This design comes from an exercise in tuning for small area and few clock cycles on the open sky130 flow, not from production work.
Only simulation tests tie the RTL to the original design; equivalence was not proved.
Power and IR drop assume default switching activity.

**flow/run.sh**
```bash
#!/bin/bash
# Standard layout, with the port buffers made of the smallest buffer cell.
set -euo pipefail
export BUFFER_PORTS_ARGS="-buffer_cell sky130_fd_sc_hd__buf_1"
bash standard.sh > flow_make.log 2>&1
```
**standard.sh**
```bash
#!/bin/bash
# synth_recipe.tcl (not shown) runs the flow's synth.tcl, then flattens the netlist and writes it again
# the make line also repeats each setting of config.mk as NAME=value (left out here)
make -C /OpenROAD-flow-scripts/flow DESIGN_CONFIG=/design/flow/config.mk WORK_HOME=/design/flow/orfs CLKGATE_MAP_FILE= SYNTH_SCRIPT=/design/flow/synth_recipe.tcl "${@:-finish}"
```
**config.mk**
```make
export PLATFORM = sky130hd
export DESIGN_NAME = morse_key_timing_decoder
export DESIGN_NICKNAME = morse_key_timing_decoder
export VERILOG_FILES = /design/flow/design.v
export SDC_FILE = /design/flow/constraint.sdc
export NUM_CORES = 4
export LEC_CHECK = 0
export CAP_MARGIN = 20
export CORE_MARGIN = 2
export CORE_UTILIZATION = 40
export CTS_BUF_LIST = sky130_fd_sc_hd__clkbuf_8
export SLEW_MARGIN = 20
```
**constraint.sdc**
```tcl
create_clock -name core_clock -period 10.0 [get_ports {clk_i}]
set_input_delay 2.0000 -clock core_clock [delete_from_list [all_inputs] [get_ports {clk_i}]]
set_output_delay 2.0000 -clock core_clock [all_outputs]
set_load 0.01 [all_outputs]
```
**design.v**
```verilog
module mktd_classify (
  input  logic        press_i,
  input  logic [23:0] duration_i,
  input  logic [23:0] dot_time_i,
  input  logic [23:0] dash_time_i,
  input  logic [23:0] leniency_i,
  output logic        win1_o,
  output logic        win2_o
);
  localparam int W = 28;
  function automatic logic sign2(input logic [W-1:0] s, input logic [W-1:0] c, input logic ci);
    logic k;
    k = ci;
    for (int i = 0; i < W - 1; i++) k = (s[i] & c[i]) | ((s[i] | c[i]) & k);
    sign2 = s[W-1] ^ c[W-1] ^ k;
  endfunction
  logic [W-1:0] dn, t, l, nl, p2, gn, m;
  logic [W-1:0] s1, c1, s2, c2, a1, a2;
  assign dn = ~{4'd0, duration_i};
  assign t  = W'(dot_time_i);
  assign l  = W'(leniency_i);
  assign nl = ~l;
  assign p2 = press_i ? t << 1 : '0;
  assign gn = ~(press_i ? t : '0);
  assign m  = press_i ? t << 3 : W'(dash_time_i);
  assign s1 = t ^ p2 ^ dn;
  assign a1 = (t & p2) | (t & dn) | (p2 & dn);
  assign c1 = {a1[W-2:0], 1'b0};
  assign s2 = m ^ gn ^ dn;
  assign a2 = (m & gn) | (m & dn) | (gn & dn);
  assign c2 = {a2[W-2:0], 1'b1};
  function automatic logic win(input logic [W-1:0] s, input logic [W-1:0] c,
                               input logic [W-1:0] l, input logic [W-1:0] nl);
    logic [W-1:0] xa, xb;
    xa = (s & c) | (s & l) | (c & l);
    xb = (s & c) | (s & nl) | (c & nl);
    win = !sign2(s ^ c ^ l, {xa[W-2:0], 1'b0}, 1'b0) &&
          sign2(s ^ c ^ nl, {xb[W-2:0], 1'b1}, 1'b1);
  endfunction
  assign win1_o = win(s1, c1, l, nl);
  assign win2_o = win(s2, c2, l, nl);
endmodule
module mktd_decode (
  input  logic       clk_i,
  input  logic       rst_ni,
  input  logic       valid_i,
  input  logic [1:0] func_i,
  input  logic       win1_i,
  input  logic       win2_i,
  output logic       wr_o,
  output logic [6:0] entry_o
);
  logic [4:0] node_q, node_d;
  logic       pending, clear;
  logic [1:0] kind;
  assign pending = (node_q != 5'd1);
  always_comb begin
    node_d = node_q;
    wr_o   = 1'b0;
    kind   = 2'd0;
    clear  = 1'b0;
    if (valid_i) begin
      case (func_i)
        2'd0: begin
          if (win1_i) begin
            clear = 1'b1;
            wr_o  = pending;
          end else if (win2_i) begin
            clear = 1'b1;
            wr_o  = 1'b1;
            kind  = 2'd1;
          end
        end
        2'd1: begin
          if (win1_i || win2_i) begin
            if (node_q[4] || (node_q == 5'd0)) node_d = 5'd0;
            else node_d = {node_q[3:0], !win1_i};
          end
        end
        2'd2: begin
          clear = 1'b1;
          wr_o  = 1'b1;
          kind  = 2'd2;
        end
        default: ;
      endcase
    end
    if (clear) node_d = 5'd1;
  end
  assign entry_o = {node_q, kind};
  always_ff @(posedge clk_i or negedge rst_ni) begin
    if (!rst_ni) node_q <= 5'd1;
    else         node_q <= node_d;
  end
endmodule
module mktd_result_fifo (
  input  logic       clk_i,
  input  logic       rst_ni,
  input  logic       wr_i,
  input  logic [6:0] entry_i,
  output logic       full_o,
  output logic       pop_o,
  output logic       out_valid_o,
  input  logic       out_stall_i,
  output logic [6:0] character_o,
  output logic       unmatched_o,
  output logic       end_of_message_o,
  output logic       last_o
);
  logic [6:0] mem_q [2];
  logic [1:0] vld_q;
  logic       wptr_q, rptr_q;
  logic       space_q;
  logic [6:0] head;
  logic [4:0] node;
  logic [1:0] kind;
  logic       show_space, take;
  logic [6:0] c;
  assign head        = mem_q[rptr_q];
  assign node        = head[6:2];
  assign kind        = head[1:0];
  assign out_valid_o = vld_q[rptr_q];
  assign full_o      = &vld_q;
  assign show_space  = (kind == 2'd1) && (space_q || (node == 5'd1));
  assign take        = out_valid_o && !out_stall_i;
  assign pop_o       = take && last_o;
  always_comb begin
    case (node)
      5'd5:  c = 7'd65;   
      5'd24: c = 7'd66;   
      5'd26: c = 7'd67;   
      5'd12: c = 7'd68;   
      5'd2:  c = 7'd69;   
      5'd18: c = 7'd70;   
      5'd14: c = 7'd71;   
      5'd16: c = 7'd72;   
      5'd4:  c = 7'd73;   
      5'd23: c = 7'd74;   
      5'd13: c = 7'd75;   
      5'd20: c = 7'd76;   
      5'd7:  c = 7'd77;   
      5'd6:  c = 7'd78;   
      5'd15: c = 7'd79;   
      5'd22: c = 7'd80;   
      5'd29: c = 7'd81;   
      5'd10: c = 7'd82;   
      5'd8:  c = 7'd83;   
      5'd3:  c = 7'd84;   
      5'd9:  c = 7'd85;   
      5'd17: c = 7'd86;   
      5'd11: c = 7'd87;   
      5'd25: c = 7'd88;   
      5'd27: c = 7'd89;   
      5'd28: c = 7'd90;   
      default: c = 7'd0;
    endcase
  end
  assign character_o      = show_space ? 7'd32 : c;
  assign unmatched_o      = !show_space && (node != 5'd1) && (c == 7'd0);
  assign end_of_message_o = (kind == 2'd2);
  assign last_o           = (kind != 2'd1) || show_space;
  always_ff @(posedge clk_i) begin
    if (wr_i) mem_q[wptr_q] <= entry_i;
  end
  always_ff @(posedge clk_i or negedge rst_ni) begin
    if (!rst_ni) begin
      vld_q   <= '0;
      wptr_q  <= 1'b0;
      rptr_q  <= 1'b0;
      space_q <= 1'b0;
    end else begin
      if (pop_o) begin
        vld_q[rptr_q] <= 1'b0;
        rptr_q        <= !rptr_q;
      end
      if (wr_i) begin
        vld_q[wptr_q] <= 1'b1;
        wptr_q        <= !wptr_q;
      end
      if (take) space_q <= !last_o;
    end
  end
endmodule
module morse_key_timing_decoder (
  input  logic        clk_i,
  input  logic        rst_ni,
  input  logic        in_valid_i,
  output logic        in_stall_o,
  input  logic [1:0]  func_i,
  input  logic [23:0] duration_us_i,
  output logic        out_valid_o,
  input  logic        out_stall_i,
  output logic [6:0]  character_o,
  output logic        unmatched_o,
  output logic        end_of_message_o,
  output logic        last_o,
  input  logic        cfg_valid_i,
  output logic        cfg_ready_o,
  input  logic [1:0]  cfg_index_i,
  input  logic [23:0] cfg_data_i
);
  localparam logic [23:0] DOT_TIME_RST  = 24'd1000000;
  localparam logic [23:0] DASH_TIME_RST = 24'd3000000;
  localparam logic [23:0] LENIENCY_RST  = 24'd500000;
  logic [23:0] dot_time_q, dash_time_q, leniency_q;
  logic        in_accept, full, pop, win1, win2, wr;
  logic [6:0]  entry;
  assign cfg_ready_o = 1'b1;
  always_ff @(posedge clk_i or negedge rst_ni) begin
    if (!rst_ni) begin
      dot_time_q  <= DOT_TIME_RST;
      dash_time_q <= DASH_TIME_RST;
      leniency_q  <= LENIENCY_RST;
    end else if (cfg_valid_i) begin
      case (cfg_index_i)
        2'd0: dot_time_q  <= cfg_data_i;
        2'd1: dash_time_q <= cfg_data_i;
        2'd2: leniency_q  <= cfg_data_i;
        default: ;
      endcase
    end
  end
  assign in_stall_o = full && !pop && ((func_i == 2'd2) || ((func_i == 2'd0) && (win1 || win2)));
  assign in_accept  = in_valid_i && !in_stall_o;
  mktd_classify u_classify (
    .press_i     (func_i == 2'd0),
    .duration_i  (duration_us_i),
    .dot_time_i  (dot_time_q),
    .dash_time_i (dash_time_q),
    .leniency_i  (leniency_q),
    .win1_o      (win1),
    .win2_o      (win2)
  );
  mktd_decode u_decode (
    .clk_i   (clk_i),
    .rst_ni  (rst_ni),
    .valid_i (in_accept),
    .func_i  (func_i),
    .win1_i  (win1),
    .win2_i  (win2),
    .wr_o    (wr),
    .entry_o (entry)
  );
  mktd_result_fifo u_result_fifo (
    .clk_i            (clk_i),
    .rst_ni           (rst_ni),
    .wr_i             (wr),
    .entry_i          (entry),
    .full_o           (full),
    .pop_o            (pop),
    .out_valid_o      (out_valid_o),
    .out_stall_i      (out_stall_i),
    .character_o      (character_o),
    .unmatched_o      (unmatched_o),
    .end_of_message_o (end_of_message_o),
    .last_o           (last_o)
  );
endmodule
```
==> results of run 1 <==
==> flip-flops by register name, indices dropped and copies added, names as in the netlist <==
register,flops
dash_time_q,24
u_result_fifo.wptr_q,1
u_result_fifo.vld_q,2
u_result_fifo.space_q,1
dot_time_q,24
leniency_q,24
u_result_fifo.mem_q,14
u_decode.node_q,5
u_result_fifo.rptr_q,1
==> per-stage QoR <==
step	setup slack [ns]	instance area, um2	utilization
6_report	1.41	9910	0.439
2_1_floorplan	2.40	9150	-
4_1_cts	1.43	9910	0.439
5_1_grt	1.10	9910	0.439
3_3_place_gp	1.57	9710	0.430
3_5_place_dp	1.44	9710	0.430
==> layout by cell type (no fill, tap or decap), drive strengths merged, types with 14 or more instances in the layout <==
cell type	count
a21oi	52
buf	71
dfrtp	57
dfstp	25
edfxtp	14
fa	138
inv	166
mux2	57
nand2	90
nor2	50
o21ai	38
o22ai	29
==> cell families after synthesis <==
| family | Yosys count | share of synthesized area |
|---|---|---|
| compound gates | 203 | 0.147 |
| simple gates | 194 | 0.0949 |
| buf+inv | 183 | 0.0770 |
| fa+ha+maj | 155 | 0.323 |
| flops | 96 | 0.274 |
| mux | 64 | 0.0796 |
| xor+xnor | 4 | 0.00465 |
| other cells | 1 | 0.000410 |
==> routing by layer <==
metal | GRT usage | share of wire
met5 | 0 | 0
met4 | 0.0507 | 0.015
met3 | 0.0242 | 0.039
met2 | 0.327 | 0.48
met1 | 0.265 | 0.46
==> critical path, cell delays in order <==
cell and delay [ns]:
buf_1 0.21, nor2_4 0.61, nand2_1 0.19, inv_1 0.14, a21oi_1 0.07, fa_1 0.58
fa_1 0.45, o211ai_1 0.17, a21oi_1 0.10, a2111oi_0 0.71, o2111ai_1 0.24, o221ai_1 0.27
o21ai_2 0.16, a211oi_1 0.44, buf_1 0.21
==> path summary, 6_finish.rpt <==
path | startpoint | end | slack [ns] | cells after the start
worst max-delay path | func_i[0] | in_stall_o | 1.41 | 15
worst min-delay path | dash_time_q[12]$_DFFE_PN0P_ | dash_time_q[12]$_DFFE_PN0P_ | 0.52 | 1
worst max register to register | dot_time_q[17]$_DFFE_PN1P_ | u_result_fifo.mem_q[0][1]$_DFFE_PP_ | 5.14 | 13
worst min register to register | dash_time_q[12]$_DFFE_PN0P_ | dash_time_q[12]$_DFFE_PN0P_ | 0.52 | 1
max in group asynchronous | rst_ni | leniency_q[3]$_DFFE_PN0P_ | 7.39 | 2
min in group asynchronous | rst_ni | dash_time_q[11]$_DFFE_PN0P_ | 1.57 | 1
==> final cells by class <==
| type | count | area (um2) | area share |
|---|---|---|---|
| Multi-Input combinational cell | 621 | 5950 | 0.600 |
| Sequential cell | 96 | 2500 | 0.253 |
| Inverter | 162 | 608 | 0.0614 |
| Tap cell | 285 | 357 | 0.0360 |
| Timing Repair Buffer | 72 | 289 | 0.0292 |
| Clock buffer | 9 | 124 | 0.0125 |
| Clock inverter | 7 | 81.3 | 0.00821 |
==> power breakdown <==
group	internal [mW]	switching (mW)	total, mW
sequential	0.501	0.0822	0.583
combinational	0.585	0.812	1.40
clock	0.100	0.171	0.271
total	1.19	1.06	2.25
==> notes.md, run 1 <==
Synthesis Warnings: 4
Leak pwr: 4.22 nW
Fraction of registers with async set/reset: 0.854
EDFF count, synth: 14
Number of fill cells in the layout: 2242
Top FF cell, synth: dfrtp_1
Site Rows: 55
DR vias/cell: 5.36
Total Power: 2.25 mW
Post-DP HPWL: 17500 um
Final period utilization: 0.859
Pwr dens: 227 nW/um2
First-pass GRT wire length: 36500 um
CP arrival: 6.59 ns
Post-CTS Setup Bufs: 0
Cell area after synthesis: 9150 um2
DR pass1 iterations: 7
Largest net degree at the start of global routing: 51
Root Buffer: clkbuf_8
Min-Delay Path Class: flip-flop to flip-flop
Worst VDD drop: 0.0879 mV
CTS Buf Count: 9
Via count of the first global-routing pass: 7077
Syn Area/Cell: 10.2 um2
Initial antenna violation count: 0
Setup TNS: 0 ns
Worst hold slack: 0.520 ns
Total track usage: 0.193
Proportion of layout cells with a drive suffix above 1: 0.125
Io pins: 70
Syn_nets: 1105
Final ANT Viol Nets: 0
Max Clock Freq: 0.116 GHz
Worst-path clk slew: 0.11 ns
Seq/Total Area, Yosys: 0.274
CTS resizes: 0
Htree depth: 3
Core ar.: 22600 um2
Synth cell count leaders: 160 x inv_1, 138 x fa_1, 90 x nand2_1, 57 x dfrtp_1, 57 x mux2_2
Yosys top cell area share: 0.302
WS Path Type: input port to output pin
Skew final: 0.0187 ns
Least-Margin Pin Slew: 0.852 ns
# setup viols final: 0
Cells after Synth: 900
CTS Buffer Depth: 2
Seq cells post-synth: 96
Clock Sinks: 96
Most frequent cell after synthesis: inv_1
Relative slew slack: 0.416
Max-cap violations: 0
Final Net Count: 1167
Clock latency at the later pin of the worst-skew pair: 0.41 ns
Die X: 155 um
DRT Wirelength: 21800 um
Antenna Cells: 0
Vias: 6713
Placed cells: 1236
Synth unique cells: 70
Die area: 24100 um2
Crit. End Element: output pin
Worst Path Required: 8.00 ns
DRC: 0
Initial Util: 0.405
Area leader, netlist: fa_1
RSZ-0062 raised after global routing: no
Startpoint types: input port
Worst Path Max Fanout: 24
1st-iter DRT viols: 349
Die Y-Extent: 155 um
Post-route minimum period: 8.59 ns
Max-slew violations: 0
Final global-route overflow total: 0
Top area cells in the synthesized netlist: fa_1 30%, dfrtp_1 16%, dfstp_2 7.2%
Synth-to-layout area growth: 8.30%
Final Hold Viols: 0
WL per Instance: 17.4 um
Non-Filler Instances: 1252
Hold buffer count at cts: 0
Global placement routability congestion: 0.859
Run status: finished clean
CTS tree: built
Input/output buffers: 68
Testbench counts, summed over its fixed seeds: cycles 21,145.
==> run 2: changes to the inputs <==
==> run.sh (new file) <==
#!/bin/bash
# synth_recipe.tcl (not shown) runs the flow's synth.tcl, then flattens the netlist and writes it again
# the make line also repeats each setting of config.mk as NAME=value (left out here)
make -C /OpenROAD-flow-scripts/flow DESIGN_CONFIG=/design/flow/config.mk WORK_HOME=/design/flow/orfs CLKGATE_MAP_FILE= SYNTH_SCRIPT=/design/flow/synth_recipe.tcl finish
--- a/config.mk
+++ b/config.mk
@@ -10,3 +10,2 @@
 export CORE_UTILIZATION = 40
-export CTS_BUF_LIST = sky130_fd_sc_hd__clkbuf_8
 export SLEW_MARGIN = 20
removed: flow/run.sh
removed: standard.sh
==> run 2 against run 1 <==
Net effect: power rose by 6.2%; sequential share of layout area down 1.2 points; critical path type unchanged; global-route usage is 0.21 points higher; non-clock buffer count unchanged; register-to-register slack hardly changed; utilization up 2.3 points; fmax shrank 8.5%; largest cell class unchanged.
==> notes.md, run 2 <==
Worst R2R Start: dot_time_q[17]$_DFFE_PN1P_
Io pins: 70
Antenna Cells: 0
Htree depth: 3
Final Hold Viols: 0
Post-DP HPWL: 17400 um
1st-iter DRT viols: 414
Synthesis Warnings: 4
Global placement routability congestion: 0.852
Seq/Total Area, Yosys: 0.274
DRT Wirelength: 21800 um
Final global-route overflow total: 0
Max incr delay on CP: 0.69 ns
Synth-to-layout area growth: 13.9%
Vias: 6668
CTS Buffer Depth: 2
Die X: 155 um
Syn_nets: 1105
Run status: finished clean
Initial Util: 0.405
Hold buffer count at cts: 0
Site Rows: 55
Clock latency at the later pin of the worst-skew pair: 0.37 ns
Routed wl met3: 1090 um
DR pass1 iterations: 7
WL per Instance: 17.4 um
Pwr dens: 229 nW/um2
Worst Path Required: 8.00 ns
Worst Setup SP: func_i[0]
Setup TNS: 0 ns
DR vias/cell: 5.33
Reg2Reg Depth: 13
Final period utilization: 0.938
Cell area after synthesis: 9150 um2
Crit. End Element: output pin
Biggest regs: dash_time_q x24, dot_time_q x24, leniency_q x24
Least-Margin Pin Slew: 0.860 ns
WS Path Type: input port to output pin
RSZ-0062 raised after global routing: no
Final Net Count: 1167
Post-route minimum period: 9.38 ns
Reg2Reg Capture Point: u_result_fifo.mem_q[0][1]$_DFFE_PP_
Die Y-Extent: 155 um
Clock Sinks: 96
Fraction of registers with async set/reset: 0.854
CTS tree: built
EDFF count, synth: 14
Die area: 24100 um2
Initial antenna violation count: 0
CP max stage cell: a2111oi_0
Most common cell after layout, fill and taps aside: inv_1
Seq cells post-synth: 96
Buf/Inv on CP: 3
Max Clock Freq: 0.107 GHz
Met1 wire length: 10000 um
Largest net degree at the start of global routing: 50
Root Buffer: clkbuf_16
Area leader, netlist: fa_1
First-pass GRT wire length: 36700 um
Worst-path clk slew: 0.07 ns
Worst Path Max Fanout: 24
CP cell instances: clkdlybuf4s50_1 > nor2_4 > nand2_1 > inv_1 > a21oi_1 > fa_1 > fa_1 > o211ai_1 > a21oi_1 > a2111oi_0 > o2111ai_1 > o221ai_1 > o21ai_2 > a211oi_1 > clkdlybuf4s50_1
Most frequent cell after synthesis: inv_1
# setup viols final: 0
Core ar.: 22600 um2
Proportion of layout cells with a drive suffix above 1: 0.124
Skew final: 0.0100 ns
Synth unique cells: 70
CTS Buf Count: 9
Final ANT Viol Nets: 0
Cells after Synth: 900
Relative slew slack: 0.411
Yosys top cell area share: 0.302
Synth cell count leaders: 160 x inv_1, 138 x fa_1, 90 x nand2_1, 57 x dfrtp_1, 57 x mux2_2
Syn Area/Cell: 10.2 um2
Max-cap violations: 0
CTS resizes: 0
Top sig layer: met4
Most frequent cells in the layout: 160 x inv_1, 138 x fa_1, 90 x nand2_1
CP arrival: 7.38 ns
Max-slew violations: 0
Min-Delay Path Class: flip-flop to flip-flop
Total track usage: 0.195
R2r setup slk: 5.15 ns
Routed met2 length: 10400 um
Startpoint types: input port
Crit path depth: 15
Input/output buffers: 68
Top FF cell, synth: dfrtp_1
Via count of the first global-routing pass: 7067
Leak pwr: 4.45 nW
Worst VDD drop: 0.0954 mV
Post-CTS Setup Bufs: 0
Largest delay share family, worst path: compound AO/OA/AOI/OAI gates
Total Power: 2.39 mW
DRC: 0
Crit path to: in_stall_o
Top area cells in the synthesized netlist: fa_1 30%, dfrtp_1 16%, dfstp_2 7.2%
==> run 2: power by group <==
group          leakage (nW)  internal, mW  switching, mW
Sequential             1.08         0.501         0.0803
Clock                 0.148         0.196          0.167
Combinational          3.22         0.635          0.810
Total                  4.45          1.33           1.06
==> run 2: cell type report <==
class	instances	area, um2
Clock buffer	10	229
Clock inverter	6	66.3
Fill cell	2156	12200
Inverter	162	608
Multi-Input combinational cell	621	5950
Sequential cell	96	2500
Tap cell	285	357
Timing Repair Buffer	72	708
==> run 2: worst register-to-register path: stages, from the launching register on <==
cell       delay (ns)
dfstp_2          0.53
nand2_1          0.07
inv_1            0.14
a21oi_1          0.08
fa_1             0.57
fa_1             0.46
o211ai_1         0.18
a21oi_1          0.10
a2111oi_0        0.69
o2111ai_1        0.27
o221ai_1         0.29
o21ai_2          0.16
a221o_2          0.45
nor2_1           0.50
==> run 2: layer usage <==
layer | vias up | track usage
li1 | 3139 | -
met1 | 3350 | 0.268
met2 | 158 | 0.326
met3 | 21 | 0.0351
met4 | 0 | 0.0437
met5 | - | 0
==> run 2: metrics by stage <==
| step | util | instance area [um2] | std cells | setup WS [ns] | hold slack (ns) |
|---|---|---|---|---|---|
| 6_report | 0.462 | 10400 | 1252 | 0.619 | 0.508 |
| 4_1_cts | 0.462 | 10400 | 1252 | 0.598 | 0.509 |
| 5_1_grt | 0.462 | 10400 | 1252 | 0.225 | 0.527 |
| 2_1_floorplan | - | 9150 | 900 | 2.40 | 0.473 |
| 3_3_place_gp | 0.449 | 10100 | 1236 | 0.802 | 0.493 |
| 3_5_place_dp | 0.449 | 10100 | 1236 | 0.642 | 0.493 |
==> run 2: worst min path at each step <==
stage / from / endpoint / slack, ns / cells past startpoint
floorplan: dash_time_q[0]$_DFFE_PN0P_ / dash_time_q[0]$_DFFE_PN0P_ / 0.47 / 1
global placement: dash_time_q[13]$_DFFE_PN0P_ / dash_time_q[13]$_DFFE_PN0P_ / 0.49 / 1
detailed placement: dash_time_q[0]$_DFFE_PN0P_ / dash_time_q[0]$_DFFE_PN0P_ / 0.49 / 1
CTS: dash_time_q[0]$_DFFE_PN0P_ / dash_time_q[0]$_DFFE_PN0P_ / 0.51 / 1
global route: dash_time_q[0]$_DFFE_PN0P_ / dash_time_q[0]$_DFFE_PN0P_ / 0.53 / 1
finish: dash_time_q[0]$_DFFE_PN0P_ / dash_time_q[0]$_DFFE_PN0P_ / 0.51 / 1
==> run 2: cell families after synthesis <==
group | synth area share
mux | 0.0796
fa+ha+maj | 0.323
buf+inv | 0.0770
flops | 0.274
compound gates | 0.147
simple gates | 0.0949
xor+xnor | 0.00465
other cells | 0.000410
==> run 3: changes to the inputs <==
==> flow/run.sh (new file) <==
#!/bin/bash
# Standard layout, with the port buffers made of the smallest buffer cell and
# a clock tree of clkbuf_8 leaves under a clkbuf_16 root, without dummy loads.
set -euo pipefail
export BUFFER_PORTS_ARGS="-buffer_cell sky130_fd_sc_hd__buf_1"
export CTS_ARGS="-sink_clustering_enable -repair_clock_nets -dont_use_dummy_load -root_buf sky130_fd_sc_hd__clkbuf_16 -buf_list sky130_fd_sc_hd__clkbuf_8"
bash standard.sh > flow_make.log 2>&1
==> standard.sh (new file) <==
#!/bin/bash
# synth_recipe.tcl (not shown) runs the flow's synth.tcl, then flattens the netlist and writes it again
# the make line also repeats each setting of config.mk as NAME=value (left out here)
make -C /OpenROAD-flow-scripts/flow DESIGN_CONFIG=/design/flow/config.mk WORK_HOME=/design/flow/orfs CLKGATE_MAP_FILE= SYNTH_SCRIPT=/design/flow/synth_recipe.tcl "${@:-finish}"
removed: run.sh
==> run 3 against run 2 <==
Net effect: still clean on timing, DRC and antenna; power fell by 4.7%; fmax rose by 8.8%; critical path depth did not move; largest power group unchanged.
==> notes.md, run 3 <==
Proportion of layout cells with a drive suffix above 1: 0.119
Syn Area/Cell: 10.2 um2
Final global-route overflow total: 0
Final Net Count: 1167
Least-Margin Pin Slew: 0.863 ns
Crit. End Element: output pin
Syn_nets: 1105
WL per Instance: 17.5 um
Relative slew slack: 0.408
Global placement routability congestion: 0.859
DR pass1 iterations: 5
Pwr dens: 229 nW/um2
Biggest regs: dash_time_q x24, dot_time_q x24, leniency_q x24
Final Hold Viols: 0
Cells after Synth: 900
Initial Util: 0.405
Top area cells in the synthesized netlist: fa_1 30%, dfrtp_1 16%, dfstp_2 7.2%
Skew final: 0.0295 ns
Post-DP HPWL: 17500 um
Worst hold slack: 0.507 ns
Max-cap violations: 0
1st-iter DRT viols: 368
Seq cells post-synth: 96
Max-slew violations: 0
Input/output buffers: 68
Clock Sinks: 96
Top FF cell, synth: dfrtp_1
Most frequent cells in the layout: 160 x inv_1, 138 x fa_1, 90 x nand2_1
Die Y-Extent: 155 um
Final ANT Viol Nets: 0
Final period utilization: 0.862
Synth unique cells: 70
Min-Delay Path Class: flip-flop to flip-flop
Clock latency at the later pin of the worst-skew pair: 0.37 ns
Run status: finished clean
CTS resizes: 0
Worst VDD drop: 0.0996 mV
Synth-to-layout area growth: 8.52%
WS Path Type: input port to output pin
Die area: 24100 um2
CP arrival: 6.62 ns
Io pins: 70
Post-CTS Setup Bufs: 0
Core ar.: 22600 um2
Post-route setup slack: 1.38 ns
Area leader, netlist: fa_1
# setup viols final: 0
Vias: 6689
Fraction of registers with async set/reset: 0.854
Seq/Total Area, Yosys: 0.274
Leak pwr: 4.23 nW
Cell area after synthesis: 9150 um2
RSZ-0062 raised after global routing: no
DRT Wirelength: 21800 um
Worst Path Required: 8.00 ns
Via count of the first global-routing pass: 7069
Startpoint types: input port
Most frequent cell after synthesis: inv_1
Die X: 155 um
Largest net degree at the start of global routing: 51
DR vias/cell: 5.37
Htree depth: 3
CTS tree: built
DRC: 0
Post-route minimum period: 8.62 ns
Synthesis Warnings: 4
Hold buffer count at cts: 0
EDFF count, synth: 14
Max Clock Freq: 0.116 GHz
Setup TNS: 0 ns
Worst Path Max Fanout: 24
Site Rows: 55
Initial antenna violation count: 0
Antenna Cells: 0
Total track usage: 0.193
Pre-CTS WS: 1.44 ns
Core Util, Final: 0.440
Worst-path clk slew: 0.06 ns
CTS Buf Count: 9
First-pass GRT wire length: 36500 um
Synth cell count leaders: 160 x inv_1, 138 x fa_1, 90 x nand2_1, 57 x dfrtp_1, 57 x mux2_2
Root Buffer: clkbuf_16
Most common cell after layout, fill and taps aside: inv_1
Yosys top cell area share: 0.302
CTS Buffer Depth: 2
==> run 3: cell counts after synthesis <==
No cell type changed its count.
==> run 3: cell families (layout without fill, tap and decap cells) <==
family / Yosys count / count (layout) / synth area share
AOI/OAI and AO/OA: 203 / 203 / 0.147
and+or+nand+nor: 194 / 194 / 0.0949
buffers and inverters: 183 / 243 / 0.0770
adders and majority gates: 155 / 155 / 0.323
DFF: 96 / 96 / 0.274
muxes: 64 / 64 / 0.0796
xor gates and xnor gates: 4 / 4 / 0.00465
other: 1 / 1 / 0.000410
==> run 3: layout make-up <==
class	count	area (um2)
timing repair buffer	72	289
inverter	162	608
fill	2236	12600
clock buffer	9	225
multi-input combinational	621	5950
tap	285	357
sequential	96	2500
==> run 3: stage by stage <==
stage	instances	area, um2	total power, mW
after floorplan	900	9150	1.63
after global placement	1236	9710	1.96
after detailed placement	1236	9710	1.98
after CTS	1245	9930	2.29
after global routing	1245	9930	2.50
final	1245	9930	2.28
==> run 3: per-layer routing <==
layer | vias to the layer above | GRT usage | share of wire
met2 | 136 | 0.328 | 0.48
met5 | - | 0 | 0
met1 | 3404 | 0.264 | 0.46
met3 | 27 | 0.0284 | 0.037
li1 | 3122 | - | -
met4 | 0 | 0.0467 | 0.014
==> run 3: path summary, 6_finish.rpt <==
kind                                             start                             endpoint  slack [ns]  cells after the start
setup / recovery                             func_i[0]                           in_stall_o        1.38                     15
hold / removal             dash_time_q[12]$_DFFE_PN0P_          dash_time_q[12]$_DFFE_PN0P_        0.51                      1
setup reg to reg            dot_time_q[17]$_DFFE_PN1P_  u_result_fifo.mem_q[0][1]$_DFFE_PP_        5.13                     13
hold reg to reg            dash_time_q[12]$_DFFE_PN0P_          dash_time_q[12]$_DFFE_PN0P_        0.51                      1
max in group asynchronous                       rst_ni            leniency_q[3]$_DFFE_PN0P_        7.34                      2
min in group asynchronous                       rst_ni           dash_time_q[8]$_DFFE_PN0P_        1.63                      1
==> run 3: power breakdown <==
part	internal (mW)	leakage, nW	switching, mW
logic	0.585	3.04	0.811
registers	0.502	1.08	0.0826
clock network	0.159	0.111	0.140
==> run 3: critical path, stage by stage <==
cell	delay (ns)
buf_1	0.21
nor2_4	0.61
nand2_1	0.19
inv_1	0.14
a21oi_1	0.07
fa_1	0.58
fa_1	0.45
o211ai_1	0.17
a21oi_1	0.10
a2111oi_0	0.71
o2111ai_1	0.24
o221ai_1	0.28
o21ai_2	0.16
a211oi_1	0.45
buf_1	0.21
==> run 4: changes to the inputs <==
==> flow/run.sh (replaced) <==
#!/bin/bash
# Standard layout, with the port buffers made of the smallest buffer cell and
# a clock tree of clkbuf_8 leaves under a clkbuf_16 root, without dummy loads.
set -euo pipefail
export BUFFER_PORTS_ARGS="-buffer_cell sky130_fd_sc_hd__buf_1"
export CTS_ARGS="-sink_clustering_enable -repair_clock_nets -dont_use_dummy_load -root_buf sky130_fd_sc_hd__clkbuf_16 -buf_list sky130_fd_sc_hd__clkbuf_8 -sink_clustering_size 25 -sink_clustering_max_diameter 80"
bash standard.sh > flow_make.log 2>&1
==> run 4 against run 3 <==
Net effect: count of clock-buffer cells in the layout unchanged; die area unchanged; routed wire length unchanged; clock power is essentially flat; utilization stayed put; clock skew unchanged; critical path depth did not move; fmax is the same.
==> notes.md, run 4 <==
Run status: finished clean
Global placement routability congestion: 0.859
Syn_nets: 1105
Top area cells in the synthesized netlist: fa_1 30%, dfrtp_1 16%, dfstp_2 7.2%
Top FF cell, synth: dfrtp_1
Io pins: 70
Final Cell Area: 9930 um2
P_sw: 1.03 mW
Die X: 155 um
Synth cell count leaders: 160 x inv_1, 138 x fa_1, 90 x nand2_1, 57 x dfrtp_1, 57 x mux2_2
Multi-input logic area: 5950 um2
CTS Buf Count: 9
Root Buffer: clkbuf_16
Min-Delay Path Class: flip-flop to flip-flop
Clock network fraction of design power: 0.131
Total track usage: 0.193
Worst VDD drop: 0.0996 mV
CTS Buffer Depth: 2
DRT Wirelength: 21800 um
Die area: 24100 um2
Biggest regs: dash_time_q x24, dot_time_q x24, leniency_q x24
Buf/Inv on CP: 3
Largest net degree at the start of global routing: 51
Yosys top cell area share: 0.302
Final period utilization: 0.862
Crit. End Element: output pin
Synthesis Warnings: 4
CP cell instances: buf_1 > nor2_4 > nand2_1 > inv_1 > a21oi_1 > fa_1 > fa_1 > o211ai_1 > a21oi_1 > a2111oi_0 > o2111ai_1 > o221ai_1 > o21ai_2 > a211oi_1 > buf_1
Worst-path clk slew: 0.06 ns
Final Hold Viols: 0
Synth-to-layout area growth: 8.52%
Antenna Cells: 0
CTS resizes: 0
Clock Sinks: 96
Seq cells post-synth: 96
Skew final: 0.0295 ns
Site Rows: 55
Startpoint types: input port
Sequential share of power: 0.256
Pwr dens: 229 nW/um2
First-pass GRT wire length: 36500 um
DR pass1 iterations: 5
Seq/Total Area, Yosys: 0.274
Fraction of registers with async set/reset: 0.854
Placement Cell Area: 9710 um2
Initial antenna violation count: 0
EDFF count, synth: 14
Via count of the first global-routing pass: 7069
Setup TNS: 0 ns
Worst Path Max Fanout: 24
Final ANT Viol Nets: 0
Most common cell after layout, fill and taps aside: inv_1
Most frequent cell after synthesis: inv_1
Area leader, netlist: fa_1
Cells after Synth: 900
Comb pwr share: 0.613
DR vias/cell: 5.37
Final Net Count: 1167
Post-route minimum period: 8.62 ns
Relative slew slack: 0.408
DRC: 0
Largest delay share family, worst path: compound AO/OA/AOI/OAI gates
Vias: 6689
Most frequent cells in the layout: 160 x inv_1, 138 x fa_1, 90 x nand2_1
1st-iter DRT viols: 368
Flip-flop and latch area: 2500 um2
Htree depth: 3
Least-Margin Pin Slew: 0.863 ns
# setup viols final: 0
RSZ-0062 raised after global routing: no
Die Y-Extent: 155 um
Max-cap violations: 0
Core ar.: 22600 um2
CTS tree: built
WS Path Type: input port to output pin
Proportion of layout cells with a drive suffix above 1: 0.119
Clock latency at the later pin of the worst-skew pair: 0.37 ns
Max Clock Freq: 0.116 GHz
Initial Util: 0.405
Number of fill cells in the layout: 2236
Sw Ratio: 0.454
Max incr delay on CP: 0.71 ns
Leak pwr: 4.23 nW
Internal Power: 1.25 mW
Post-CTS Setup Bufs: 0
Final global-route overflow total: 0
Post-DP HPWL: 17500 um
Cell area after synthesis: 9150 um2
Synth unique cells: 70
Worst Path Required: 8.00 ns
Max-slew violations: 0
Hold buffer count at cts: 0
CP max stage cell: a2111oi_0
Input/output buffers: 68
Syn Area/Cell: 10.2 um2
CP arrival: 6.62 ns
WL per Instance: 17.5 um
run 4: cell counts after synthesis:
Identical to the previous run, type by type.
run 4: path summary, 6_finish.rpt:
path	to	startpoint	slack (ns)	depth (start not counted)
max	in_stall_o	func_i[0]	1.38	15
min	dash_time_q[12]$_DFFE_PN0P_	dash_time_q[12]$_DFFE_PN0P_	0.51	1
max reg2reg	u_result_fifo.mem_q[0][1]$_DFFE_PP_	dot_time_q[17]$_DFFE_PN1P_	5.13	13
min reg2reg	dash_time_q[12]$_DFFE_PN0P_	dash_time_q[12]$_DFFE_PN0P_	0.51	1
max in group asynchronous	leniency_q[3]$_DFFE_PN0P_	rst_ni	7.34	2
min in group asynchronous	dash_time_q[8]$_DFFE_PN0P_	rst_ni	1.63	1
run 4: power groups by stage:
stage	Combinational (mW)	Clock, mW	Sequential [mW]
after floorplan	1.08	0	0.556
after global placement	1.37	0	0.588
after detailed placement	1.38	0	0.592
final	1.40	0.298	0.584
after CTS	1.39	0.306	0.585
after global routing	1.59	0.318	0.600
run 4: cell type report:
cell class / count / share of cell area
clock buffer: 9 / 0.0227
inverter: 162 / 0.0612
multi-input combinational: 621 / 0.599
sequential: 96 / 0.252
tap: 285 / 0.0359
timing repair buffer: 72 / 0.0291
run 4: kinds of logic after synthesis:
kind of cell,count (synthesis),synth area share
buffers and inverters,183,0.0770
DFF,96,0.274
muxes,64,0.0796
other,1,0.000410
xor gates and xnor gates,4,0.00465
adders and majority gates,155,0.323
AOI/OAI and AO/OA,203,0.147
and+or+nand+nor,194,0.0949
run 4: metal layers:
layer / track usage / share of wire / vias to the layer above
li1: - / - / 3122
met1: 0.264 / 0.46 / 3404
met2: 0.328 / 0.48 / 136
met3: 0.0284 / 0.037 / 27
met4: 0.0467 / 0.014 / 0
met5: 0 / 0 / -
run 4: through the flow:
stage	utilization	power (mW)	std cells	hold WS, ns	setup WS, ns
floorplan	-	1.63	900	0.473	2.40
global placement	0.430	1.96	1236	0.493	1.57
detailed placement	0.430	1.98	1236	0.494	1.44
CTS	0.440	2.29	1245	0.508	1.42
global route	0.440	2.50	1245	0.530	1.10
finish	0.440	2.28	1245	0.507	1.38
==> run 5: changes to the inputs <==
==> flow/run.sh (replaced) <==
#!/bin/bash
# Standard layout with three changes:
#  - the port buffers are the smallest buffer cell;
#  - the clock tree has no dummy loads;
#  - after the standard synthesis, full and half adders whose sum output drives
#    nothing become the smaller cell for their carry alone (flow/netfix.py).
set -euo pipefail
export BUFFER_PORTS_ARGS="-buffer_cell sky130_fd_sc_hd__buf_1"
export CTS_ARGS="-sink_clustering_enable -repair_clock_nets -dont_use_dummy_load -root_buf sky130_fd_sc_hd__clkbuf_16 -buf_list sky130_fd_sc_hd__clkbuf_8"
RESULTS=orfs/results/${FLOW_PLATFORM:-sky130hd}/morse_key_timing_decoder/base
bash standard.sh synth > flow_synth.log 2>&1
python3 flow/netfix.py "$RESULTS/1_2_yosys.v" > flow_netfix.log 2>&1
touch "$RESULTS/1_2_yosys.v"
bash standard.sh > flow_make.log 2>&1
==> flow/netfix.py (new file) <==
#!/usr/bin/env python3
"""Replace full and half adder cells whose sum output drives nothing with the
smaller cell for the carry alone: fa -> maj3, ha -> and2. The carry of a full
adder is the majority of its inputs and that of a half adder their AND, so
the netlist's function is unchanged. Usage: netfix.py NETLIST (edited in place)."""
import re, sys, collections

path = sys.argv[1]
txt = open(path).read()
OUT = {'X', 'Y', 'SUM', 'COUT', 'Q', 'Q_N', 'HI', 'LO'}
inst = re.compile(r'^(\s*)(sky130_fd_sc_hd__\w+)(\s+)(\S+)(\s*)\((.*?)\);', re.S | re.M)
pin = re.compile(r'\.(\w+)\(([^()]*)\)')

uses = collections.Counter()
for m in inst.finditer(txt):
    for p, n in pin.findall(m.group(6)):
        if p not in OUT:
            uses[n.strip()] += 1
for m in re.finditer(r'assign\s+(.+?)\s*=\s*(.+?);', txt, re.S):
    for n in re.findall(r"[\\\w$.\[\]:]+", m.group(2)):
        uses[n.strip()] += 1
# a net that is an output port counts as used
outputs = set(re.findall(r'^\s*output\s+(?:\[[^\]]*\]\s*)?(\S+);', txt, re.M))

stats = collections.Counter()

def fix(m):
    indent, typ, sp, name, sp2, body = m.groups()
    raw = dict(pin.findall(body))
    pins = dict((p, n.strip()) for p, n in raw.items())
    s = pins.get('SUM', '')
    if s and uses[s] == 0 and s.split('[')[0].strip() not in outputs:
        if typ == 'sky130_fd_sc_hd__fa_1':
            stats['fa'] += 1
            return (f"{indent}sky130_fd_sc_hd__maj3_1{sp}{name}{sp2}(\n"
                    f"    .A({raw['A']}),\n    .B({raw['B']}),\n    .C({raw['CIN']}),\n"
                    f"    .X({raw['COUT']})\n  );")
        if typ == 'sky130_fd_sc_hd__ha_1':
            stats['ha'] += 1
            return (f"{indent}sky130_fd_sc_hd__and2_1{sp}{name}{sp2}(\n"
                    f"    .A({raw['A']}),\n    .B({raw['B']}),\n"
                    f"    .X({raw['COUT']})\n  );")
    return m.group(0)

new = inst.sub(fix, txt)
open(path, 'w').write(new)
print('netfix:', dict(stats))
==> run 5 against run 4 <==
Net effect: register-to-register slack worse by 0.17 ns; first-iteration DRC count up 12%; sequential cell count unchanged; hold slack better by 0.0073 ns; non-clock buffer count unchanged; routed wire length down 0.63%; largest power group unchanged; power down 0.33%.
==> notes.md, run 5 <==
Hold path start: dash_time_q[20]$_DFFE_PN0P_
DRC: 0
Biggest regs: dash_time_q x24, dot_time_q x24, leniency_q x24
Antenna Cells: 0
Sw Ratio: 0.450
WL per Instance: 17.5 um
Site Rows: 54
Synth-to-layout area growth: 8.73%
Cell area after synthesis: 8850 um2
Syn_nets: 1073
P_sw: 1.02 mW
Least-Margin Pin Slew: 0.875 ns
Pre-CTS WS: 1.39 ns
Final ANT Viol Nets: 0
Leak pwr: 4.07 nW
Run status: finished clean
Max-slew violations: 0
Startpoint types: input port
Largest net degree at the start of global routing: 51
Hold buffer count at cts: 0
Htree depth: 3
Worst hold slack: 0.514 ns
Root Buffer: clkbuf_16
Total track usage: 0.196
DR pass1 iterations: 5
Clock latency at the later pin of the worst-skew pair: 0.36 ns
# setup viols final: 0
Final Net Count: 1135
Vias: 6711
Final period utilization: 0.862
Via count of the first global-routing pass: 7080
Pwr dens: 236 nW/um2
Cells after Synth: 900
Clock network fraction of design power: 0.131
Die Y-Extent: 153 um
DR vias/cell: 5.41
WS Path Type: input port to output pin
Input/output buffers: 68
Most common cell after layout, fill and taps aside: inv_1
Final global-route overflow total: 0
First-pass GRT wire length: 36700 um
1st-iter DRT viols: 411
Global placement routability congestion: 0.867
Synthesis Warnings: 4
Worst-path clk slew: 0.06 ns
Worst Path Max Fanout: 24
Post-CTS Setup Bufs: 0
Final Hold Viols: 0
Comb pwr share: 0.615
Max Clock Freq: 0.116 GHz
DRT Wirelength: 21700 um
Initial Util: 0.407
Min-Delay Path Class: flip-flop to flip-flop
CTS resizes: 0
Die X: 153 um
Post-route minimum period: 8.62 ns
CTS Buf Count: 9
Skew final: 0.0171 ns
Relative slew slack: 0.400
Crit. End Element: output pin
Max-cap violations: 0
Worst Setup SP: func_i[1]
Worst VDD drop: 0.0827 mV
Post-DP HPWL: 17400 um
Io pins: 70
Internal Power: 1.25 mW
Most frequent cells in the layout: 160 x inv_1, 112 x fa_1, 90 x nand2_1
Sequential share of power: 0.254
Post-route setup slack: 1.38 ns
Clock Sinks: 96
Die area: 23300 um2
CP arrival: 6.62 ns
Proportion of layout cells with a drive suffix above 1: 0.119
Worst Path Required: 8.00 ns
RSZ-0062 raised after global routing: no
Setup TNS: 0 ns
Worst R2R Start: dot_time_q[17]$_DFFE_PN1P_
Initial antenna violation count: 0
CTS tree: built
Syn Area/Cell: 9.84 um2
Core ar.: 21800 um2
R2r setup slk: 4.96 ns
CTS Buffer Depth: 2
[run 5: critical path: stages]
cell and delay [ns]:
buf_1 0.22, nor2_4 0.64, nand2_1 0.19, inv_1 0.16, a21oi_1 0.09, fa_1 0.59, fa_1 0.46, o211ai_1 0.19
a21oi_1 0.10, a2111oi_0 0.78, o2111ai_1 0.29, o221ai_1 0.29, o21ai_2 0.17, a211oi_1 0.25, buf_1 0.18
[run 5: path summary, 6_finish.rpt]
kind / end / cells past startpoint
hold / removal: dash_time_q[20]$_DFFE_PN0P_ / 1
hold reg to reg: dash_time_q[20]$_DFFE_PN0P_ / 1
max in group asynchronous: dot_time_q[23]$_DFFE_PN0P_ / 2
min in group asynchronous: dot_time_q[12]$_DFFE_PN0P_ / 1
setup reg to reg: u_result_fifo.mem_q[1][3]$_DFFE_PP_ / 13
setup / recovery: in_stall_o / 15
[run 5: area by class of cell]
cell class / instances / area, um2
fillers: 2114 / 12100
well taps: 280 / 350
flip-flops and latches: 96 / 2500
clock buffers: 9 / 225
inverters: 162 / 608
repair buffers: 72 / 289
multi-input cells: 621 / 5650
[run 5: metrics by stage]
stage	cell area [um2]	util	power, mW	std cells
floorplan	8850	-	1.62	900
global placement	9400	0.432	1.95	1231
detailed placement	9400	0.432	1.97	1231
CTS	9630	0.442	2.28	1240
global route	9630	0.442	2.50	1240
finish	9630	0.442	2.27	1240
[run 5: power by group through the flow]
stage | Clock [mW] | Sequential, mW | Combinational (mW)
6_report | 0.298 | 0.576 | 1.40
4_1_cts | 0.310 | 0.578 | 1.39
2_1_floorplan | 0 | 0.550 | 1.07
5_1_grt | 0.326 | 0.591 | 1.58
3_3_place_gp | 0 | 0.582 | 1.37
3_5_place_dp | 0 | 0.585 | 1.38
[run 5: metal layers]
layer	track usage	wire length (um)	vias to the layer above
met2	0.329	10300	155
met1	0.272	10100	3357
met5	0	0	-
met4	0.0459	291	0
li1	-	-	3182
met3	0.0279	940	17
==> run 6: changes to the inputs <==
--- a/flow/run.sh
+++ b/flow/run.sh
@@ -8,3 +8,3 @@
 export BUFFER_PORTS_ARGS="-buffer_cell sky130_fd_sc_hd__buf_1"
-export CTS_ARGS="-sink_clustering_enable -repair_clock_nets -dont_use_dummy_load -root_buf sky130_fd_sc_hd__clkbuf_16 -buf_list sky130_fd_sc_hd__clkbuf_8"
+export CTS_ARGS="-sink_clustering_enable -repair_clock_nets -dont_use_dummy_load -buf_list sky130_fd_sc_hd__clkbuf_8"
 RESULTS=orfs/results/${FLOW_PLATFORM:-sky130hd}/morse_key_timing_decoder/base
==> run 6 against run 5 <==
Net effect: synthesized cell count is the same; sequential power is essentially flat; highest routed layer unchanged; register-to-register slack lost 0.02 ns; largest cell class unchanged; global-route usage grew 0.15 points; setup slack lost 0.058 ns; first-iteration DRC count shrank 6.1%; critical path type unchanged; sequential cell count is the same; hold slack gained 0.0030 ns.
==> notes.md, run 6 <==
Sequential share of power: 0.263
Input/output buffers: 68
Worst VDD drop: 0.0760 mV
Skew final: 0.0323 ns
Worst hold slack: 0.517 ns
WL per Instance: 17.6 um
Total Power: 2.19 mW
Biggest regs: dash_time_q x24, dot_time_q x24, leniency_q x24
Post-route setup slack: 1.33 ns
Hold buffer count at cts: 0
Clock Sinks: 96
Relative slew slack: 0.378
Largest delay share family, worst path: compound AO/OA/AOI/OAI gates
Run status: finished clean
Sw Ratio: 0.464
Max-slew violations: 0
1st-iter DRT viols: 386
Final Hold Viols: 0
Largest net degree at the start of global routing: 51
CTS Buf Count: 9
Post-DP HPWL: 17400 um
Final ANT Viol Nets: 0
DR vias/cell: 5.39
Io pins: 70
Post-route minimum period: 8.67 ns
Via count of the first global-routing pass: 7096
Clock network fraction of design power: 0.097
Total track usage: 0.198
CP cell instances: buf_1 > nor2_4 > nand2_1 > inv_1 > a21oi_1 > fa_1 > fa_1 > o211ai_1 > a21oi_1 > a2111oi_0 > o2111ai_1 > o221ai_1 > o21ai_2 > a211oi_1 > buf_1
Die X: 153 um
DR pass1 iterations: 5
Worst-path clk slew: 0.07 ns
Die area: 23300 um2
Placement Cell Area: 9400 um2
Initial Util: 0.407
Max-cap violations: 0
Least-Margin Pin Slew: 0.909 ns
Clock latency at the later pin of the worst-skew pair: 0.40 ns
Leak pwr: 4.02 nW
Max incr delay on CP: 0.81 ns
Htree depth: 3
Cell area after synthesis: 8850 um2
Root Buffer: clkbuf_8
Post-CTS Setup Bufs: 0
Most common cell after layout, fill and taps aside: inv_1
Global placement routability congestion: 0.867
DRC: 0
Pwr dens: 229 nW/um2
Syn_nets: 1073
Core ar.: 21800 um2
DRT Wirelength: 21800 um
Number of fill cells in the layout: 2132
Synthesis Warnings: 4
CTS tree: built
# setup viols final: 0
P_sw: 1.01 mW
WS Path Type: input port to output pin
CP max stage cell: a2111oi_0
CTS Buffer Depth: 2
Final Cell Area: 9530 um2
Final Net Count: 1135
CTS resizes: 0
Pre-CTS WS: 1.39 ns
Comb pwr share: 0.640
Initial antenna violation count: 0
Vias: 6682
Final period utilization: 0.867
Site Rows: 54
Crit. End Element: output pin
Placed cells: 1231
First-pass GRT wire length: 36800 um
Internal Power: 1.17 mW
Die Y-Extent: 153 um
Syn Area/Cell: 9.84 um2
CP arrival: 6.67 ns
Worst Path Max Fanout: 24
Core Util, Final: 0.438
Most frequent cells in the layout: 160 x inv_1, 112 x fa_1, 90 x nand2_1
Antenna Cells: 0
Setup TNS: 0 ns
Startpoint types: input port
Synth-to-layout area growth: 7.59%
Cells after Synth: 900
Max Clock Freq: 0.115 GHz
Non-Filler Instances: 1240
Min-Delay Path Class: flip-flop to flip-flop
Buf/Inv on CP: 3
Worst Path Required: 8.00 ns
Final global-route overflow total: 0
RSZ-0062 raised after global routing: no
Proportion of layout cells with a drive suffix above 1: 0.119
## run 6: worst register-to-register path, stage by stage, from the launching register on
cell and delay (ns):
dfstp_2 0.53, nand2_1 0.07, inv_1 0.16, a21oi_1 0.08
fa_1 0.59, fa_1 0.47, o211ai_1 0.19, a21oi_1 0.10
a2111oi_0 0.81, o2111ai_1 0.29, o221ai_1 0.29, o21ai_2 0.17
a221o_2 0.46, nor2_1 0.51
## run 6: layer usage
| metal | share of wire | up-vias | global-route usage |
|---|---|---|---|
| li1 | - | 3184 | - |
| met1 | 0.47 | 3346 | 0.272 |
| met3 | 0.045 | 16 | 0.0296 |
| met2 | 0.47 | 136 | 0.331 |
| met5 | 0 | - | 0 |
| met4 | 0.013 | 0 | 0.0498 |
## run 6: path summary, 6_finish.rpt
path                                             start                                   to  slack [ns]  depth (start not counted)
setup / recovery                             func_i[1]                           in_stall_o        1.33                         15
hold / removal             dash_time_q[12]$_DFFE_PN0P_          dash_time_q[12]$_DFFE_PN0P_        0.52                          1
max in group asynchronous                       rst_ni           dash_time_q[1]$_DFFE_PN0P_        7.39                          2
min in group asynchronous                       rst_ni          dash_time_q[17]$_DFFE_PN0P_        1.59                          1
hold reg to reg            dash_time_q[12]$_DFFE_PN0P_          dash_time_q[12]$_DFFE_PN0P_        0.52                          1
setup reg to reg            dot_time_q[17]$_DFFE_PN1P_  u_result_fifo.mem_q[0][5]$_DFFE_PP_        4.94                         13
## run 6: area by class of cell
cell class / instances / area (um2) / share of cell area
multi-input combinational: 621 / 5650 / 0.593
clock buffer: 9 / 124 / 0.0130
inverter: 162 / 608 / 0.0638
sequential: 96 / 2500 / 0.263
tap: 280 / 350 / 0.0368
timing repair buffer: 72 / 289 / 0.0303
## run 6: power by group through the flow
| stage | logic, mW | clock network [mW] | registers, mW |
|---|---|---|---|
| floorplan | 1.07 | 0 | 0.550 |
| global placement | 1.37 | 0 | 0.582 |
| detailed placement | 1.38 | 0 | 0.585 |
| CTS | 1.39 | 0.223 | 0.577 |
| global route | 1.58 | 0.238 | 0.590 |
| finish | 1.40 | 0.212 | 0.575 |
==> run 7: changes to the inputs <==
--- a/flow/run.sh
+++ b/flow/run.sh
@@ -4,4 +4,4 @@
 #  - the clock tree has no dummy loads;
-#  - after the standard synthesis, full and half adders whose sum output drives
-#    nothing become the smaller cell for their carry alone (flow/netfix.py).
+#  - after the standard synthesis, some cells become smaller ones of the same
+#    function where the netlist allows (flow/netfix.py).
 set -euo pipefail
==> flow/netfix.py (replaced) <==
#!/usr/bin/env python3
"""Area clean-ups on the standard synthesis netlist that keep its function and
its registers:
  - a full adder whose sum output drives nothing becomes a majority gate
    (maj3: the carry of a full adder is the majority of its inputs), and a half
    adder whose sum drives nothing becomes an AND gate;
  - a 2:1 mux whose output drives only the D pin of a flip-flop becomes an
    o22a gate, (S | A0) & (!S | A1), with one shared inverter per select net.
Usage: netfix.py NETLIST (edited in place)."""
import re, sys, collections

path = sys.argv[1]
txt = open(path).read()
OUT = {'X', 'Y', 'SUM', 'COUT', 'Q', 'Q_N', 'HI', 'LO'}
inst = re.compile(r'^(\s*)(sky130_fd_sc_hd__\w+)(\s+)(\S+)(\s*)\((.*?)\);', re.S | re.M)
pin = re.compile(r'\.(\w+)\(([^()]*)\)')

outputs = set(re.findall(r'^\s*output\s+(?:\[[^\]]*\]\s*)?(\S+);', txt, re.M))
loads = collections.defaultdict(list)
for m in inst.finditer(txt):
    for p, n in pin.findall(m.group(6)):
        if p not in OUT:
            loads[n.strip()].append((m.group(2), p))
for m in re.finditer(r'assign\s+(.+?)\s*=\s*(.+?);', txt, re.S):
    for n in re.findall(r"[\\\w$.\[\]:]+", m.group(2)):
        loads[n.strip()].append(('assign', ''))

def used(net):
    return bool(loads.get(net)) or net.split('[')[0].strip() in outputs

FLOPS = re.compile(r'sky130_fd_sc_hd__(dfrtp|dfstp|dfxtp|dfrbp|dfsbp|edfxtp)_\d$')
stats = collections.Counter()
sel_inv = {}

def fix(m):
    indent, typ, sp, name, sp2, body = m.groups()
    raw = dict(pin.findall(body))
    pins = dict((p, n.strip()) for p, n in raw.items())
    if typ == 'sky130_fd_sc_hd__fa_1' and not used(pins['SUM']):
        stats['fa'] += 1
        return (f"{indent}sky130_fd_sc_hd__maj3_1{sp}{name}{sp2}(\n"
                f"    .A({raw['A']}),\n    .B({raw['B']}),\n    .C({raw['CIN']}),\n"
                f"    .X({raw['COUT']})\n  );")
    if typ == 'sky130_fd_sc_hd__ha_1' and not used(pins['SUM']):
        stats['ha'] += 1
        return (f"{indent}sky130_fd_sc_hd__and2_1{sp}{name}{sp2}(\n"
                f"    .A({raw['A']}),\n    .B({raw['B']}),\n"
                f"    .X({raw['COUT']})\n  );")
    if re.match(r'sky130_fd_sc_hd__mux2_\d$', typ):
        ls = loads.get(pins['X'], [])
        if (len(ls) == 1 and FLOPS.match(ls[0][0]) and ls[0][1] == 'D'
                and pins['X'].split('[')[0] not in outputs):
            s = pins['S']
            if s not in sel_inv:
                sel_inv[s] = (len(sel_inv), raw['S'])
            k = sel_inv[s][0]
            stats['mux2'] += 1
            return (f"{indent}sky130_fd_sc_hd__o22a_1{sp}{name}{sp2}(\n"
                    f"    .A1({raw['S']}),\n    .A2({raw['A0']}),\n"
                    f"    .B1(netfix_sn_{k} ),\n    .B2({raw['A1']}),\n"
                    f"    .X({raw['X']})\n  );")
    return m.group(0)

new = inst.sub(fix, txt)
if sel_inv:
    decl = ''.join(f"  wire netfix_sn_{k} ;\n" for k, _ in sel_inv.values())
    cells = ''.join(f"  sky130_fd_sc_hd__inv_1 netfix_inv_{k} (\n    .A({r}),\n    .Y(netfix_sn_{k} )\n  );\n"
                    for k, r in sel_inv.values())
    i = new.index(';', new.index('module ')) + 1
    new = new[:i] + '\n' + decl + new[i:]
    j = new.rindex('endmodule')
    new = new[:j] + cells + new[j:]
open(path, 'w').write(new)
print('netfix:', dict(stats), 'select inverters:', len(sel_inv))
==> run 7 against run 6 <==
Net effect: global-route usage increased by 0.13 points; synthesized cell count increased by 0.89%; critical endpoint unchanged; first-iteration DRC count grew 11%; hold slack worse by 0.015 ns.
==> notes.md, run 7 <==
Clock Sinks: 96
Proportion of layout cells with a drive suffix above 1: 0.0610
Pwr dens: 225 nW/um2
Least-Margin Pin Slew: 0.953 ns
CTS Buffer Depth: 2
Final Hold Viols: 0
Io pins: 70
Placement Cell Area: 9290 um2
Relative slew slack: 0.348
Synth-to-layout area growth: 7.68%
Post-DP HPWL: 18000 um
Most common cell after layout, fill and taps aside: inv_1
Root Buffer: clkbuf_8
1st-iter DRT viols: 428
Final period utilization: 0.837
Site Rows: 54
Min-Delay Path Class: flip-flop to flip-flop
Cells after Synth: 908
Die Y-Extent: 152 um
Crit. End Element: output pin
DRT Wirelength: 22100 um
Non-Filler Instances: 1248
DR vias/cell: 5.47
Most frequent cells in the layout: 168 x inv_1, 112 x fa_1, 90 x nand2_1
WL per Instance: 17.7 um
Skew final: 0.0379 ns
Worst Setup SP: func_i[0]
Final Net Count: 1143
First-pass GRT wire length: 36800 um
Final ANT Viol Nets: 0
WS Path Type: input port to output pin
Number of fill cells in the layout: 2146
Syn Area/Cell: 9.63 um2
Final global-route overflow total: 0
Setup TNS: 0 ns
Max-cap violations: 0
Worst VDD drop: 0.0801 mV
DRC: 0
Vias: 6824
Core Util, Final: 0.436
Max Clock Freq: 0.120 GHz
Post-route minimum period: 8.37 ns
Final Cell Area: 9420 um2
Syn_nets: 1081
Worst Path Max Fanout: 24
Input/output buffers: 68
Biggest regs: dash_time_q x24, dot_time_q x24, leniency_q x24
Largest net degree at the start of global routing: 50
CTS resizes: 0
Placed cells: 1239
Hold path start: dash_time_q[17]$_DFFE_PN0P_
Antenna Cells: 0
Worst Path Required: 8.00 ns
Pre-CTS WS: 1.60 ns
Clock latency at the later pin of the worst-skew pair: 0.41 ns
Total track usage: 0.199
Max incr delay on CP: 0.63 ns
CP arrival: 6.37 ns
Worst hold slack: 0.502 ns
Htree depth: 3
Hold buffer count at cts: 0
Initial Util: 0.405
Post-CTS Setup Bufs: 0
Worst-path clk slew: 0.07 ns
Buf/Inv on CP: 3
Synthesis Warnings: 4
DR pass1 iterations: 5
Die area: 23100 um2
CTS Buf Count: 9
Run status: finished clean
Post-route setup slack: 1.63 ns
Max-slew violations: 0
Die X: 152 um
Worst R2R Start: dot_time_q[17]$_DFFE_PN1P_
# setup viols final: 0
Total Power: 2.12 mW
Core ar.: 21600 um2
Initial antenna violation count: 0
CP max stage cell: a2111oi_0
Startpoint types: input port
RSZ-0062 raised after global routing: no
Global placement routability congestion: 0.890
Largest delay share family, worst path: compound AO/OA/AOI/OAI gates
Cell area after synthesis: 8750 um2
Via count of the first global-routing pass: 6985
CTS tree: built
Leak pwr: 4.00 nW
CP cell instances: buf_1 > nor2_4 > nand2_1 > inv_1 > a21oi_1 > fa_1 > fa_1 > o211ai_1 > a21oi_1 > a2111oi_0 > o2111ai_1 > o221ai_1 > o21ai_2 > a211oi_1 > buf_1
[run 7: path summary, 6_finish.rpt]
kind / slack [ns] / end / cells past startpoint
max in group asynchronous: 7.38 / dot_time_q[8]$_DFFE_PN0P_ / 2
max reg2reg: 5.27 / u_result_fifo.mem_q[1][6]$_DFFE_PP_ / 13
min reg2reg: 0.50 / dash_time_q[17]$_DFFE_PN0P_ / 1
min: 0.50 / dash_time_q[17]$_DFFE_PN0P_ / 1
min in group asynchronous: 1.58 / u_decode.node_q[4]$_DFFE_PN0P_ / 1
max: 1.63 / in_stall_o / 15
[run 7: report_power, final]
| part | total, mW | switching [mW] | internal (mW) |
|---|---|---|---|
| sequential | 0.575 | 0.0771 | 0.498 |
| combinational | 1.33 | 0.772 | 0.561 |
| clock | 0.209 | 0.128 | 0.0808 |
[run 7: cell type report]
cell class / instances / area (um2) / area share
Sequential cell: 96 / 2500 / 0.266
Timing Repair Buffer: 72 / 289 / 0.0307
Inverter: 170 / 638 / 0.0678
Multi-Input combinational cell: 621 / 5510 / 0.585
Tap cell: 280 / 350 / 0.0372
Clock buffer: 9 / 124 / 0.0132
[run 7: worst reg2reg max path: cells and delay by family, from the launching register on]
| family | cells | cell delay (ns) |
|---|---|---|
| simple gates | 2 | 0.58 |
| compound gates | 8 | 2.14 |
| buf+inv | 1 | 0.14 |
| flops | 1 | 0.53 |
| fa+ha+maj | 2 | 1.04 |
[run 7: layer usage]
| metal | global-route usage | share of wire | up-vias | wire length (um) |
|---|---|---|---|---|
| li1 | - | - | 3251 | - |
| met1 | 0.278 | 0.48 | 3415 | 10600 |
| met2 | 0.327 | 0.47 | 138 | 10400 |
| met3 | 0.0268 | 0.035 | 20 | 765 |
| met4 | 0.0565 | 0.017 | 0 | 371 |
| met5 | 0 | 0 | - | 0 |
==> run 8: changes to the inputs <==
--- a/config.mk
+++ b/config.mk
@@ -9,3 +9,3 @@
 export CORE_MARGIN = 2
-export CORE_UTILIZATION = 40
+export CORE_UTILIZATION = 65
 export SLEW_MARGIN = 20
==> run 8 against run 7 <==
Net effect: die area is 38% lower; sequential power about the same; via count grew 3.8%; global-route usage grew 12 points; synthesized cell count stayed put; highest routed layer unchanged; hold slack worse by 0.0040 ns; sequential cell count is the same; first-iteration DRC count increased by 54%; combinational power about the same; utilization rose by 27 points; setup slack worse by 0.11 ns; largest cell class unchanged.
==> notes.md, run 8 <==
CTS tree: built
DRC: 0
Final ANT Viol Nets: 0
Final period utilization: 0.847
Hold Path End: dash_time_q[12]$_DFFE_PN0P_
Max Clock Freq: 0.118 GHz
Input/output buffers: 68
Site Rows: 42
DR vias/cell: 6.20
Antenna Cells: 0
Worst Path Max Fanout: 27
Io pins: 70
CP arrival: 6.47 ns
Crit. End Element: output pin
Post-route minimum period: 8.47 ns
Routing usage on met1: 0.427
Initial Util: 0.663
Total track usage: 0.322
Most frequent cells in the layout: 168 x inv_1, 112 x fa_1, 90 x nand2_1
Sequential share of power: 0.270
Cells after Synth: 908
Die area: 14400 um2
Reg2Reg Capture Point: u_result_fifo.mem_q[1][3]$_DFFE_PP_
Biggest regs: dash_time_q x24, dot_time_q x24, leniency_q x24
Largest net degree at the start of global routing: 83
Placed cells: 1134
Htree depth: 3
Vias: 7083
Most common cell after layout, fill and taps aside: inv_1
Leak pwr: 4.00 nW
# setup viols final: 0
Pwr dens: 230 nW/um2
CTS resizes: 0
Comb pwr share: 0.634
Root Buffer: clkbuf_8
GR Util met3: 0.0585
CTS Buf Count: 9
Post-DP HPWL: 17500 um
CP cell instances: buf_1 > or2_2 > nor2_1 > fa_1 > inv_1 > fa_1 > inv_1 > a221oi_1 > a2111oi_0 > o311a_1 > o211ai_1 > a41oi_1 > a211oi_1 > buf_1
Worst R2R Start: dot_time_q[18]$_DFFE_PN1P_
Final Net Count: 1142
Final global-route overflow total: 0
WS Path Type: input port to output pin
Cell area after synthesis: 8750 um2
P_sw: 0.995 mW
DRT Wirelength: 21800 um
Reg2Reg Depth: 13
DR pass1 iterations: 5
RSZ-0062 raised after global routing: no
Core ar.: 13200 um2
Least-Margin Pin Slew: 0.890 ns
Clock latency at the later pin of the worst-skew pair: 0.38 ns
Relative slew slack: 0.389
CTS Buffer Depth: 2
Proportion of layout cells with a drive suffix above 1: 0.0600
Worst-path clk slew: 0.06 ns
Setup TNS: 0 ns
Initial antenna violation count: 0
Clock Sinks: 96
Synthesis Warnings: 4
Run status: finished clean
Die X: 120 um
Final Hold Viols: 0
Met2 Use GR: 0.547
Synth-to-layout area growth: 6.15%
Worst Path Required: 8.00 ns
Hold buffer count at cts: 0
Max-cap violations: 0
WL per Instance: 19.1 um
Syn Area/Cell: 9.63 um2
Die Y-Extent: 120 um
R2r setup slk: 5.15 ns
Non-Filler Instances: 1143
CP max stage cell: or2_2
Hold depth: 1
Hold path start: dash_time_q[12]$_DFFE_PN0P_
Skew final: 0.0227 ns
Worst VDD drop: 0.100 mV
Max incr delay on CP: 0.61 ns
Via count of the first global-routing pass: 7344
Startpoint types: input port
Top Usage Layer GRT: met2
Clock network fraction of design power: 0.097
Max-slew violations: 0
1st-iter DRT viols: 660
Global placement routability congestion: 0.970
Post-CTS Setup Bufs: 0
Sw Ratio: 0.466
Internal Power: 1.14 mW
Syn_nets: 1081
Min-Delay Path Class: flip-flop to flip-flop
First-pass GRT wire length: 36100 um
## run 8: metrics by stage
step	area [um2]	total power, mW	setup WS [ns]	util	hold slack (ns)
CTS	9280	2.12	1.57	0.704	0.493
floorplan	8750	1.58	2.43	-	0.454
finish	9280	2.14	1.53	0.704	0.498
global route	9280	2.32	1.29	0.704	0.520
global placement	9160	1.85	1.73	0.694	0.472
detailed placement	9160	1.91	1.58	0.694	0.478
## run 8: power groups by stage
stage | registers [mW] | logic [mW] | clock network (mW)
final | 0.576 | 1.35 | 0.206
after global routing | 0.588 | 1.51 | 0.222
after CTS | 0.575 | 1.33 | 0.212
after detailed placement | 0.583 | 1.32 | 0
after global placement | 0.580 | 1.27 | 0
after floorplan | 0.549 | 1.03 | 0
## run 8: layer usage
layer | share of wire | routed length (um)
met5 | 0 | 0
met4 | 0.021 | 459
met3 | 0.067 | 1460
met2 | 0.49 | 10700
met1 | 0.42 | 9180
## run 8: worst max path at each step
stage / startpoint / endpoint / slack, ns / cells past startpoint
after floorplan: func_i[0] / in_stall_o / 2.43 / 13
after global placement: func_i[0] / in_stall_o / 1.73 / 14
after detailed placement: func_i[0] / in_stall_o / 1.58 / 15
after global routing: func_i[0] / in_stall_o / 1.29 / 15
final: func_i[0] / in_stall_o / 1.53 / 14
after CTS: func_i[0] / in_stall_o / 1.57 / 15
## run 8: worst max-delay path, delay by kind of cell
| family | cells | cell delay, ns |
|---|---|---|
| AOI/OAI and AO/OA | 6 | 1.84 |
| and+or+nand+nor | 2 | 0.81 |
| buffers and inverters | 4 | 0.71 |
| adders and majority gates | 2 | 1.11 |
## run 8: final cells by class
type / count / area, um2
flip-flops and latches: 96 / 2500
multi-input cells: 621 / 5510
clock buffers: 9 / 124
inverters: 170 / 638
repair buffers: 71 / 285
fillers: 1047 / 3910
well taps: 176 / 220

==> separate check: timing with driven ports <==
No port has a modelled driver above. Below, the same layouts with a new extraction and two added sets of constraints.
Step 1: set_driving_cell puts a clkbuf_16 on clk_i and a buf_2 on each other input, an assumption about the parent block.
Step 2 also shifts input and output timing later by t, the mid clock arrival at the registers, as if the neighbouring blocks saw the same clock.
a / b / c = ideal ports / drivers / drivers and shift; a / b = the first two.
| run | t, ns | slack for setup (ns) | worst setup path at the end | latest minus earliest clock arrival (ns) |
|---|---|---|---|---|
| run 1 | 0.440 | 1.413 / 1.378 / 1.378 | input to output | 0.019 / 0.019 |
| run 2 | 0.405 | 0.619 / 0.584 / 0.584 | input to output | 0.012 / 0.012 |
| run 3 | 0.402 | 1.378 / 1.342 / 1.342 | input to output | 0.029 / 0.029 |
| run 4 | 0.402 | 1.378 / 1.342 / 1.342 | input to output | 0.029 / 0.029 |
| run 5 | 0.398 | 1.384 / 1.359 / 1.359 | input to output | 0.017 / 0.017 |
| run 6 | 0.431 | 1.326 / 1.301 / 1.301 | input to output | 0.032 / 0.032 |
| run 7 | 0.430 | 1.633 / 1.599 / 1.599 | input to output | 0.038 / 0.038 |
| run 8 | 0.414 | 1.526 / 1.494 / 1.494 | input to output | 0.024 / 0.024 |
After both steps setup and hold are still met in every run listed.
